Background: an optimization exercise with open tools, aiming at small area, a short achievable clock period and few clock cycles per item. Do not read the settings as production practice.
At most, simulation tests tie the RTL to the original design; equivalence was not proved.
No activity file was given, so power comes from the tool's default toggle rates.

north:
Design execute_stage, start of the top module:
module execute_stage #(
   parameter int GHSR_WIDTH = exec_pkg::GHSR_WIDTH_DEFAULT
) (
   input  logic                  clk,
   input  logic                  reset,
   input  logic [31:0]           data1,
   input  logic [31:0]           data2,
   input  logic [31:0]           pc,
   input  logic [31:0]           immediate_data,
   input  logic [15:0]           control_in,      
   input  logic [40:0]           branch_predict,  
   input  logic [1:0]            fwd_sel_rs1,     
   input  logic [1:0]            fwd_sel_rs2,
   input  logic [31:0]           fwd_data_ex_mem,
   input  logic [31:0]           fwd_data_mem_wb,
   output logic [15:0]           control_out,
   output logic [31:0]           rd_data,
   output logic [31:0]           branch_target_pc,
   output logic                  branch_flush,
   output logic [31:0]           memory_data,
   output logic [31:0]           memory_addr,
   output logic                  ex2if_branch_valid,
   output logic                  ex2if_branch_taken,
   output logic [31:0]           ex2if_branch_addr,
   output logic [31:0]           ex2if_branch_target_addr,
   output logic                  ex2if_branch_update_ghsr,
   output logic [GHSR_WIDTH-1:0] ex2if_ghsr_restore,
   output logic                  muldiv_ready
);
For scale: roughly 100 flip-flops, ~0.030 mm2 of cells after synthesis.
Settings: LEC_CHECK=0, ABC_AREA=1, CAP_MARGIN=20, CORE_MARGIN=2, CORE_UTILIZATION=40, SETUP_SLACK_MARGIN=1.5, SLEW_MARGIN=20; clock period 10.0 ns.
standard.sh (not shown) runs the stock make flow with config.mk's settings and CLKGATE_MAP_FILE= SYNTH_SCRIPT=/design/flow/synth_recipe.tcl, a recipe that flattens the netlist after the stock synthesis.
==> flow/flow/run.sh <==
#!/bin/bash
# Standard layout, with plain buffers on the ports instead of the delay cells buffer_ports picks
set -euo pipefail
export BUFFER_PORTS_ARGS="-buffer_cell sky130_fd_sc_hd__buf_1"
bash standard.sh > standard.log 2>&1
Testbench counts of north, summed over its fixed seeds: cycles 34,886, instrs 24,164.
Setup changes, north to south
==> flow/flow/run.sh <==
#!/bin/bash
# Standard layout, with plain buffers on the ports instead of the delay cells buffer_ports picks
set -euo pipefail
export BUFFER_PORTS_ARGS="-buffer_cell sky130_fd_sc_hd__buf_2"
bash standard.sh > standard.log 2>&1
==> comparison <==
Count of hold buffers inserted by post-cts repair: north vs south, no meaningful difference
south vs north — total number of vias dropped slightly
HPWL after detailed placement in south vs north: up 3.8%
As far as flip-flop and latch count is concerned, south and north perform about the same.
south and north ended up with roughly the same clock network power consumption.
Relative to north, clock skew decreased by 3.9 ps in south.
Relative to north, the count of plain and timing-repair buffers measured on south has decreased by a few percent.

* * *

== v6 ==
execute_stage, a different RTL version from the one above (not shown whole).
Size in the first run: ~5800 cells after synthesis, roughly 100 flip-flops, roughly 480 I/O pins, ~34000 um^2 of cells after synthesis.
Design execute_stage, start of the top module:
module execute_stage #(
   parameter int GHSR_WIDTH = exec_pkg::GHSR_WIDTH_DEFAULT
) (
   input  logic                  clk,
   input  logic                  reset,
   input  logic [31:0]           data1,
   input  logic [31:0]           data2,
   input  logic [31:0]           pc,
   input  logic [31:0]           immediate_data,
   input  logic [15:0]           control_in,      
   input  logic [40:0]           branch_predict,  
   input  logic [1:0]            fwd_sel_rs1,     
   input  logic [1:0]            fwd_sel_rs2,
   input  logic [31:0]           fwd_data_ex_mem,
   input  logic [31:0]           fwd_data_mem_wb,
   output logic [15:0]           control_out,
   output logic [31:0]           rd_data,
   output logic [31:0]           branch_target_pc,
   output logic                  branch_flush,
   output logic [31:0]           memory_data,
   output logic [31:0]           memory_addr,
   output logic                  ex2if_branch_valid,
   output logic                  ex2if_branch_taken,
   output logic [31:0]           ex2if_branch_addr,
   output logic [31:0]           ex2if_branch_target_addr,
   output logic                  ex2if_branch_update_ghsr,
   output logic [GHSR_WIDTH-1:0] ex2if_ghsr_restore,
   output logic                  muldiv_ready
);
==> flow/config.mk <==
export PLATFORM = sky130hd
export DESIGN_NAME = execute_stage
export DESIGN_NICKNAME = execute_stage
export VERILOG_FILES = /design/flow/design.v
export SDC_FILE = /design/flow/constraint.sdc
export NUM_CORES = 4
export LEC_CHECK = 0
export ABC_AREA = 1
export CAP_MARGIN = 20
export CORE_MARGIN = 2
export CORE_UTILIZATION = 40
export SETUP_SLACK_MARGIN = 0.3
export SLEW_MARGIN = 20
export SYNTH_HIERARCHICAL = 1
export SYNTH_MINIMUM_KEEP_SIZE = 0
==> flow/constraint.sdc <==
create_clock -name core_clock -period 10.0 [get_ports {clk}]
set_input_delay 2.0000 -clock core_clock [delete_from_list [all_inputs] [get_ports {clk}]]
set_output_delay 2.0000 -clock core_clock [all_outputs]
set_load 0.01 [all_outputs]
==> flow/flow/run.sh <==
#!/bin/bash
# Standard layout, with plain buffers on the ports instead of the delay cells buffer_ports picks
set -euo pipefail
export BUFFER_PORTS_ARGS="-buffer_cell sky130_fd_sc_hd__buf_2"
bash standard.sh > standard.log 2>&1
v6: no failed stages, no open violations at the end
The inputs of v7 differ from those of v6 as listed below.
Settings: a deleted SYNTH_HIERARCHICAL that had been 1; a change of SETUP_SLACK_MARGIN from 0.3 to 1.5; a deleted SYNTH_MINIMUM_KEEP_SIZE that had been 0.
Results
- Multiplexer share of the synthesized area ends up lower on v7.
- The final critical-path share of the clock period in v7 sits 7.9 points below the value recorded for v6.
- Total routing usage reported by global routing for v7: 0.44 points up relative to v6
- Summary of v7 over v6: headroom to the max-slew limit went up by 4.6 points; non-clock buffer contribution to total cell area now larger; placed instance area fell by 8.0%.
- Fmax: v7 above v6
- v7: setup slack higher than v6
- Compared v7 vs v6, and die area is down in v7.
No run of this note included a check of the RTL's function; only the layout flow was run.

[afterwards: timing with drivers on the ports]
The flow's constraints put no driver on any port. The routed layouts listed below were extracted and timed again, unchanged, in two steps. Step 1 (the two cells are an assumption about what drives the block):
set clk [get_ports {clk}]
set_driving_cell -lib_cell sky130_fd_sc_hd__clkbuf_16 $clk
set_driving_cell -lib_cell sky130_fd_sc_hd__buf_2 [delete_from_list [all_inputs] $clk]
Step 2 adds t to the input delays and takes it off the output delays; t is the mean of the earliest and latest rising clock arrival at the registers after step 1. Input paths then give back, and output paths get back, about the clock's delay inside the block. Three values: ideal ports, drivers, drivers and shift; two values: the first two.
| run | t, ns | slack for setup (ns) | latest minus earliest clock arrival (ns) | worst register clock-pin slew, ns |
|---|---|---|---|---|
| north | 0.413 | 1.555 / 1.455 / 1.455 | 0.021 / 0.021 | 0.08 / 0.08 |
| south | 0.420 | 1.458 / 1.377 / 1.377 | 0.018 / 0.018 | 0.09 / 0.09 |
| v6 | 0.422 | 0.694 / 0.641 / 0.761 | 0.012 / 0.012 | 0.08 / 0.08 |
| v7 | 0.426 | 1.486 / 1.455 / 1.455 | 0.010 / 0.011 | 0.08 / 0.08 |
After both steps every run listed still meets setup and hold. The setup slack of north, which loses most, moves by -0.100 ns with the drivers and by -0.100 ns with both steps.
